Context: an optimization exercise on an open-source flow, tuned for small area, a short achievable clock period and few clock cycles per item. The choices shown serve that exercise and are no tape-out recipe. In this exercise RTL edits were held to simulation tests only and were not proved equivalent to the original.

==> flow/design.v <==
`timescale 1ns / 1ps
package hsl_pkg;
	localparam logic [8:0]  FRAC_ONE    = 9'd256;
	localparam logic [14:0] HUE_FULL    = 15'd23040;
	localparam logic [14:0] HUE_SECTOR  = 15'd3840;
	localparam logic [14:0] HUE_PAIR    = 15'd7680;
	localparam logic [27:0] LIG_SCALE   = 28'd983040;
	localparam logic [27:0] CHROMA_FULL = 28'd3840;
	localparam logic [27:0] CHROMA_HALF = 28'd1920;
	typedef enum logic [2:0] {
		SEC_RY = 3'd0,
		SEC_YG = 3'd1,
		SEC_GC = 3'd2,
		SEC_CB = 3'd3,
		SEC_BM = 3'd4,
		SEC_MR = 3'd5
	} sector_t;
	typedef struct packed {
		logic [14:0] hue;
		logic [8:0]  saturation;
		logic [8:0]  lightness;
	} hsl_t;
	typedef struct packed {
		logic [7:0] red;
		logic [7:0] green;
		logic [7:0] blue;
	} rgb_t;
	typedef struct packed {
		logic [8:0]  lightness;
		logic [8:0]  saturation;
		logic [8:0]  span;
		logic [11:0] frac;
		sector_t     sector;
	} prep_t;
	typedef struct packed {
		logic [27:0] cc;
		logic [27:0] xx;
		logic [27:0] mm;
		sector_t     sector;
	} comp_t;
	typedef struct packed {
		logic s2;
		logic s3;
	} product_en_t;
endpackage
`timescale 1ns / 1ps
import hsl_pkg::*;
module hsl_prep (
	input  logic  clk,
	input  logic  en,
	input  hsl_pkg::hsl_t  hsl,
	output hsl_pkg::prep_t prep_s1
);
	logic [8:0]  sat_c;
	logic [8:0]  lig_c;
	logic [14:0] hue_w;
	logic [9:0]  two_l;
	logic [9:0]  lig_gap;
	logic [14:0] base;
	logic [12:0] hm;
	logic [11:0] hdist;
	hsl_pkg::sector_t     sector;
	hsl_pkg::prep_t       prep;
	always_comb begin
		sat_c = (hsl.saturation > FRAC_ONE) ? FRAC_ONE : hsl.saturation;
		lig_c = (hsl.lightness > FRAC_ONE) ? FRAC_ONE : hsl.lightness;
		hue_w = (hsl.hue >= HUE_FULL) ? (hsl.hue - HUE_FULL) : hsl.hue;
		two_l = {lig_c, 1'b0};
		lig_gap = (two_l >= 10'(FRAC_ONE)) ? (two_l - 10'(FRAC_ONE))
			: (10'(FRAC_ONE) - two_l);
		if (hue_w < HUE_SECTOR) begin
			sector = SEC_RY;
		end else if (hue_w < HUE_PAIR) begin
			sector = SEC_YG;
		end else if (hue_w < 15'(HUE_PAIR + HUE_SECTOR)) begin
			sector = SEC_GC;
		end else if (hue_w < 15'(2 * HUE_PAIR)) begin
			sector = SEC_CB;
		end else if (hue_w < 15'(2 * HUE_PAIR + HUE_SECTOR)) begin
			sector = SEC_BM;
		end else begin
			sector = SEC_MR;
		end
		if (hue_w < HUE_PAIR) begin
			base = '0;
		end else if (hue_w < 15'(2 * HUE_PAIR)) begin
			base = HUE_PAIR;
		end else begin
			base = 15'(2 * HUE_PAIR);
		end
		hm = 13'(hue_w - base);
		hdist = (hm >= 13'(HUE_SECTOR)) ? 12'(hm - 13'(HUE_SECTOR))
			: 12'(13'(HUE_SECTOR) - hm);
		prep.lightness  = lig_c;
		prep.saturation = sat_c;
		prep.span       = 9'(10'(FRAC_ONE) - lig_gap);
		prep.frac       = 12'(HUE_SECTOR) - hdist;
		prep.sector     = sector;
	end
	always_ff @(posedge clk) begin
		if (en) begin
			prep_s1 <= prep;
		end
	end
endmodule
`timescale 1ns / 1ps
import hsl_pkg::*;
module hsl_product (
	input  logic        clk,
	input  hsl_pkg::product_en_t en,
	input  hsl_pkg::prep_t       prep_s1,
	output hsl_pkg::comp_t       comp_s3
);
	logic [16:0] chroma_s2;
	logic [8:0]  lig_s2;
	logic [11:0] frac_s2;
	hsl_pkg::sector_t     sector_s2;
	logic [16:0] chroma_full;
	hsl_pkg::comp_t       comp;
	assign chroma_full = prep_s1.span * prep_s1.saturation;
	always_ff @(posedge clk) begin
		if (en.s2) begin
			chroma_s2 <= chroma_full;
			lig_s2    <= prep_s1.lightness;
			frac_s2   <= prep_s1.frac;
			sector_s2 <= prep_s1.sector;
		end
	end
	always_comb begin
		comp.cc     = 28'(chroma_s2) * CHROMA_FULL;
		comp.xx     = 28'(chroma_s2) * 28'(frac_s2);
		comp.mm     = 28'(lig_s2) * LIG_SCALE - 28'(chroma_s2) * CHROMA_HALF;
		comp.sector = sector_s2;
	end
	always_ff @(posedge clk) begin
		if (en.s3) begin
			comp_s3 <= comp;
		end
	end
endmodule
`timescale 1ns / 1ps
import hsl_pkg::*;
module hsl_mix (
	input  logic  clk,
	input  logic  en,
	input  hsl_pkg::comp_t comp_s3,
	output hsl_pkg::rgb_t  rgb_s4
);
	logic [27:0] r_num;
	logic [27:0] g_num;
	logic [27:0] b_num;
	hsl_pkg::rgb_t        rgb;
	function automatic [7:0] scale_channel(input logic [27:0] num);
		logic [31:0] prod;
		prod = {num, 4'b0000} + 32'(num);
		scale_channel = prod[31:24];
	endfunction
	always_comb begin
		case (comp_s3.sector)
			SEC_RY: begin
				r_num = comp_s3.cc;
				g_num = comp_s3.xx;
				b_num = '0;
			end
			SEC_YG: begin
				r_num = comp_s3.xx;
				g_num = comp_s3.cc;
				b_num = '0;
			end
			SEC_GC: begin
				r_num = '0;
				g_num = comp_s3.cc;
				b_num = comp_s3.xx;
			end
			SEC_CB: begin
				r_num = '0;
				g_num = comp_s3.xx;
				b_num = comp_s3.cc;
			end
			SEC_BM: begin
				r_num = comp_s3.xx;
				g_num = '0;
				b_num = comp_s3.cc;
			end
			default: begin
				r_num = comp_s3.cc;
				g_num = '0;
				b_num = comp_s3.xx;
			end
		endcase
	end
	assign rgb.red   = scale_channel(r_num + comp_s3.mm);
	assign rgb.green = scale_channel(g_num + comp_s3.mm);
	assign rgb.blue  = scale_channel(b_num + comp_s3.mm);
	always_ff @(posedge clk) begin
		if (en) begin
			rgb_s4 <= rgb;
		end
	end
endmodule
`timescale 1ns / 1ps
import hsl_pkg::*;
module hsl_to_rgb_converter (
	input  logic clk,
	input  logic arst_n,
	input  logic hsl_valid,
	output logic hsl_stall,
	input  hsl_pkg::hsl_t hsl,
	output logic rgb_valid,
	input  logic rgb_stall,
	output hsl_pkg::rgb_t rgb
);
	logic        valid_s1;
	logic        valid_s2;
	logic        valid_s3;
	logic        valid_s4;
	logic        ready_s1;
	logic        ready_s2;
	logic        ready_s3;
	logic        ready_s4;
	hsl_pkg::prep_t       prep_s1;
	hsl_pkg::comp_t       comp_s3;
	hsl_pkg::rgb_t        rgb_s4;
	hsl_pkg::product_en_t product_en;
	assign ready_s4 = !valid_s4 || !rgb_stall;
	assign ready_s3 = !valid_s3 || ready_s4;
	assign ready_s2 = !valid_s2 || ready_s3;
	assign ready_s1 = !valid_s1 || ready_s2;
	assign product_en.s2 = ready_s2 && valid_s1;
	assign product_en.s3 = ready_s3 && valid_s2;
	always_ff @(posedge clk or negedge arst_n) begin
		if (!arst_n) begin
			valid_s1 <= 1'b0;
			valid_s2 <= 1'b0;
			valid_s3 <= 1'b0;
			valid_s4 <= 1'b0;
		end else begin
			if (ready_s1) begin
				valid_s1 <= hsl_valid;
			end
			if (ready_s2) begin
				valid_s2 <= valid_s1;
			end
			if (ready_s3) begin
				valid_s3 <= valid_s2;
			end
			if (ready_s4) begin
				valid_s4 <= valid_s3;
			end
		end
	end
	hsl_prep u_prep (
		.clk     (clk),
		.en      (ready_s1 && hsl_valid),
		.hsl     (hsl),
		.prep_s1 (prep_s1)
	);
	hsl_product u_product (
		.clk     (clk),
		.en      (product_en),
		.prep_s1 (prep_s1),
		.comp_s3 (comp_s3)
	);
	hsl_mix u_mix (
		.clk     (clk),
		.en      (ready_s4 && valid_s3),
		.comp_s3 (comp_s3),
		.rgb_s4  (rgb_s4)
	);
	assign hsl_stall = !ready_s1;
	assign rgb_valid = valid_s4;
	assign rgb       = rgb_s4;
endmodule
==> flow/run.sh <==
#!/bin/bash
# synth_recipe.tcl (not shown) runs the flow's synth.tcl, then flattens the netlist and writes it again
# the make line also repeats each setting of config.mk as NAME=value (left out here)
make -C /OpenROAD-flow-scripts/flow DESIGN_CONFIG=/design/flow/config.mk WORK_HOME=/design/flow/orfs CLKGATE_MAP_FILE= SYNTH_SCRIPT=/design/flow/synth_recipe.tcl finish
==> flow/config.mk <==
export PLATFORM = sky130hd
export DESIGN_NAME = hsl_to_rgb_converter
export DESIGN_NICKNAME = hsl_to_rgb_converter
export VERILOG_FILES = /design/flow/design.v
export SDC_FILE = /design/flow/constraint.sdc
export NUM_CORES = 4
export LEC_CHECK = 0
export CAP_MARGIN = 20
export CORE_MARGIN = 2
export CORE_UTILIZATION = 40
export SLEW_MARGIN = 20
==> flow/constraint.sdc <==
create_clock -name core_clock -period 7.0 [get_ports {clk}]
set_input_delay 1.4000 -clock core_clock [delete_from_list [all_inputs] [get_ports {clk}]]
set_output_delay 1.4000 -clock core_clock [all_outputs]
set_load 0.01 [all_outputs]
==> flow_metrics.py <==
metrics = {
    "global_routing": {
        "grt_max_degree": 69,
        "antenna_found_initial": 0,
        "grt_usage_pct": 17.9,
        "grt_pass1_vias": 17200,
        "grt_pass1_wl_um": 86000,
        "gr-total-overflow": 0,
    },
    "finish": {
        "drive_above_1_share_pct": 3.69,
        "fin_nets": 3000,
        "syn_to_final_growth_pct": 9.40,
        "final_cell_area_sq_mm": 0.0251,
        "final_core_util_pct": 44.4,
        "antenna_cells": 0,
        "fillers": 5424,
    },
    "place": {
        "placed_area_sq_mm": 0.0245,
        "dp_hpwl_um": 43000,
        "portBuffers": 62,
        "gp_congestion": 0.936,
    },
    "critical_path": {
        "r2r-end": "u_product.comp_s3[58]",
        "end_kind": "register",
        "path_class": "register to register",
        "ff2ff_setup_slack_ps": 460,
        "r2r-start": "u_product.frac_s2[4]",
        "cp-start-kind": "register",
        "r2r_cells": 21,
        "worstPathRequired_ps": 7240,
        "critPathArrivalTime_ps": 6780,
        "worst-path-max-fanout": 16,
    },
    "logic_synthesis": {
        "synth_edf_count": 172,
        "ys_seq_area_share_pct": 22.9,
        "synth_top_area_share_pct": 22.5,
        "async_reset_ff_share_pct": 2.27,
        "synth_nets": 2943,
        "yosys.area.top_type": "edfxtp_1",
        "synthesis.area_sq_mm": 0.0229,
        "ys_seq_elements": 176,
        "yosys_warnings": 4,
        "yosys.cell_types.count": 74,
        "avgSynthCellArea_sq_um": 9.57,
        "synth_area_leaders": "edfxtp_1 (23%), fa_1 (20%), ha_1 (15%)",
        "synthCells": 2398,
        "ys.flop_type": "edfxtp_1",
    },
    "route": {
        "ant_nets": 0,
        "drt_iter0_drc": 832,
        "via_per_inst": 5.21,
        "drt-total-wl_um": 51200,
        "routedWlPerCell_um": 15.9,
        "drt-pass1-iter-count": 7,
        "via_count": 16800,
        "drcViolationCount": 0,
    },
    "clocking": {
        "root_buffer": "clkbuf_16",
        "cts_tree": "built",
        "cts-resized-gates": 0,
        "cts-buffers-inserted": 17,
        "cts.sinks": 176,
        "post_cts_buffers": 0,
        "hold_buffers": 0,
        "path_clk_slew_ps": 80,
        "htree_levels": 4,
        "cts_buffer_depth": 2,
        "clk-insertion-delay-late_ps": 490,
    },
    "sta": {
        "final_max_slew_viol_count": 0,
        "slew_headroom_pct": 32.6,
        "skew_ps": 16.9,
        "post-route-period-util_pct": 93.5,
        "fmaxAchievable_ghz": 0.153,
        "fin_crit_ps": 6540,
        "finalHoldViolations": 0,
        "setup_tns_ps": 0,
        "rsz0062_at_grt": "no",
        "setup_viol": 0,
        "holdWs_ps": 417,
        "worstMarginPinSlew_ps": 1010,
    },
    "floorplanning": {
        "ios": 63,
        "rows": 87,
        "core-area_sq_mm": 0.0565,
        "die_w_um": 243,
        "die_h_um": 243,
        "start_util_pct": 40.6,
        "die-area_sq_mm": 0.0593,
    },
    "min_path": {
        "min_from": "u_prep.prep_s1[37]",
        "hp-class": "register to register",
        "min_to": "u_product.lig_s2[4]",
        "hold_depth": 0,
    },
    "outcome": {
        "status": "complete, no violations",
    },
    "job": {
        "drv_cap": 0,
    },
}
## synthesized netlist by cell type (3+ instances only)
cell type	count
a22oi_1	8
o22ai_1	3
mux2i_1	5
or3_1	15
o211ai_1	12
a211o_1	4
inv_1	347
nand3b_1	5
nand2b_1	24
a21oi_1	100
o31ai_1	10
clkbuf_1	51
edfxtp_1	172
o311ai_0	5
o21ai_1	4
nand3_1	25
xnor2_1	139
a31oi_1	11
o2111ai_1	9
nor2_1	125
a21o_1	44
o41ai_1	5
o21a_1	35
o21bai_1	16
nor2b_1	50
nor3_1	38
and3_1	11
or2_2	6
a211oi_1	5
a31o_2	4
nor4_1	9
a22o_1	54
dfrtp_1	4
nand2_1	234
a21boi_0	6
nand4_1	14
fa_1	229
xor2_1	49
ha_1	279
and2_1	124
o21ai_0	66
a41oi_1	3
## sequential cells by signal, indices dropped and copies added (netlist names)
register / count
u_product.frac_s2: 12
u_product.chroma_s2: 16
valid_s2: 1
u_product.comp_s3: 68
u_product.lig_s2: 9
valid_s3: 1
u_mix.rgb_s4: 24
u_prep.prep_s1: 40
valid_s1: 1
valid_s4: 1
u_product.sector_s2: 3
## logic make-up after synthesis
family | synth area share (%)
buf+inv | 6.60
compound gates | 12.6
xor+xnor | 7.27
flops | 22.9
fa+ha+maj | 35.2
mux | 0.316
simple gates | 15.1
## per-stage QoR
stage,instances,worst slack [ps]
after global placement,3192,225
after detailed placement,3192,104
final,3224,457
after floorplan,2398,982
after CTS,3224,428
after global routing,3224,23.9
## cells in the final DEF, fill, tap and decap left out, drive strengths merged, types with 5 or more instances in the layout
cell type | Yosys | layout
nand4 | 14 | 14
nor4 | 10 | 10
a22o | 54 | 54
ha | 279 | 279
nand2b | 24 | 24
o31ai | 10 | 10
clkdlybuf4s50 | 0 | 62
a21o | 44 | 44
nand3 | 27 | 27
or2 | 6 | 6
o2111ai | 9 | 9
and3 | 11 | 11
nor3 | 41 | 41
o311ai | 6 | 6
a211oi | 6 | 6
fa | 229 | 229
o211ai | 12 | 12
nand3b | 5 | 5
mux2i | 5 | 5
buf | 3 | 30
a21boi | 7 | 7
edfxtp | 172 | 172
a22oi | 8 | 8
a31oi | 11 | 11
nor2b | 50 | 50
xnor2 | 139 | 139
clkbuf | 51 | 17
nor2 | 125 | 125
o41ai | 5 | 5
o21ai | 70 | 70
a21oi | 100 | 100
clkinv | 0 | 6
or3 | 15 | 15
o21bai | 16 | 16
o21a | 36 | 36
inv | 347 | 355
xor2 | 49 | 49
and2 | 124 | 124
nand2 | 234 | 234
## routing by layer
layer | share of wire [%] | vias up | global-route usage, %
met5 | 0 | - | 0
met4 | 2.0 | 0 | 5.63
met3 | 3.4 | 51 | 2.57
met2 | 50 | 290 | 31.4
met1 | 44 | 8258 | 22.7
li1 | - | 8194 | -
## worst max path at each step
stage / to / startpoint / slack, ps
after global placement: u_prep.prep_s1[12] / hsl[24] / 230
after CTS: u_product.comp_s3[58] / u_product.frac_s2[4] / 430
after detailed placement: u_prep.prep_s1[12] / hsl[18] / 100
final: u_product.comp_s3[58] / u_product.frac_s2[4] / 460
after global routing: u_prep.prep_s1[12] / hsl[18] / 20
after floorplan: u_product.comp_s3[58] / u_product.chroma_s2[7] / 980
## cell type report
class	count	area (sq um)	share of cell area, %
multi-input cells	1821	16200	64.5
clock inverters	15	138	0.548
clock buffers	17	425	1.69
repair buffers	92	846	3.37
inverters	347	1300	5.19
well taps	756	946	3.77
flip-flops and latches	176	5270	21.0
## critical path, stage by stage, from the launching register on
cell	delay, ps
edfxtp_1	770
nand2_1	160
fa_1	560
fa_1	450
fa_1	490
inv_1	50
fa_1	520
inv_1	50
fa_1	530
inv_1	40
ha_1	330
o21a_1	120
o21ai_0	290
a21o_1	150
a21oi_1	80
o41ai_1	380
buf_4	220
o311ai_0	230
a2111oi_0	480
o21bai_1	130
a21oi_1	190
xnor2_1	80
Testbench counts, summed over its fixed seeds: cycles 16,032, items 16,000.

[separate check: timing with driven ports]
The flow's constraints put no driver on any port. The routed layout listed below was extracted and timed again, unchanged, in two steps. Step 1 assumes that a clkbuf_16 drives the clock port and a buf_2 every other input. Step 2 times the ports against the registers' clock, not the clock port: input delays grow and output delays shrink by t, the midpoint of the rising clock arrivals with the driver on. a / b / c = ideal / step 1 / step 2; a / b = the first two.
t, ns: 0.538
setup slack, ns: 0.457 / 0.457 / 0.116
worst register clock-pin slew, ns: 0.08 / 0.08
After both steps setup and hold are still met in this run. For this run, drivers alone change the setup slack by 0.000 ns; drivers and shift together by -0.341 ns.
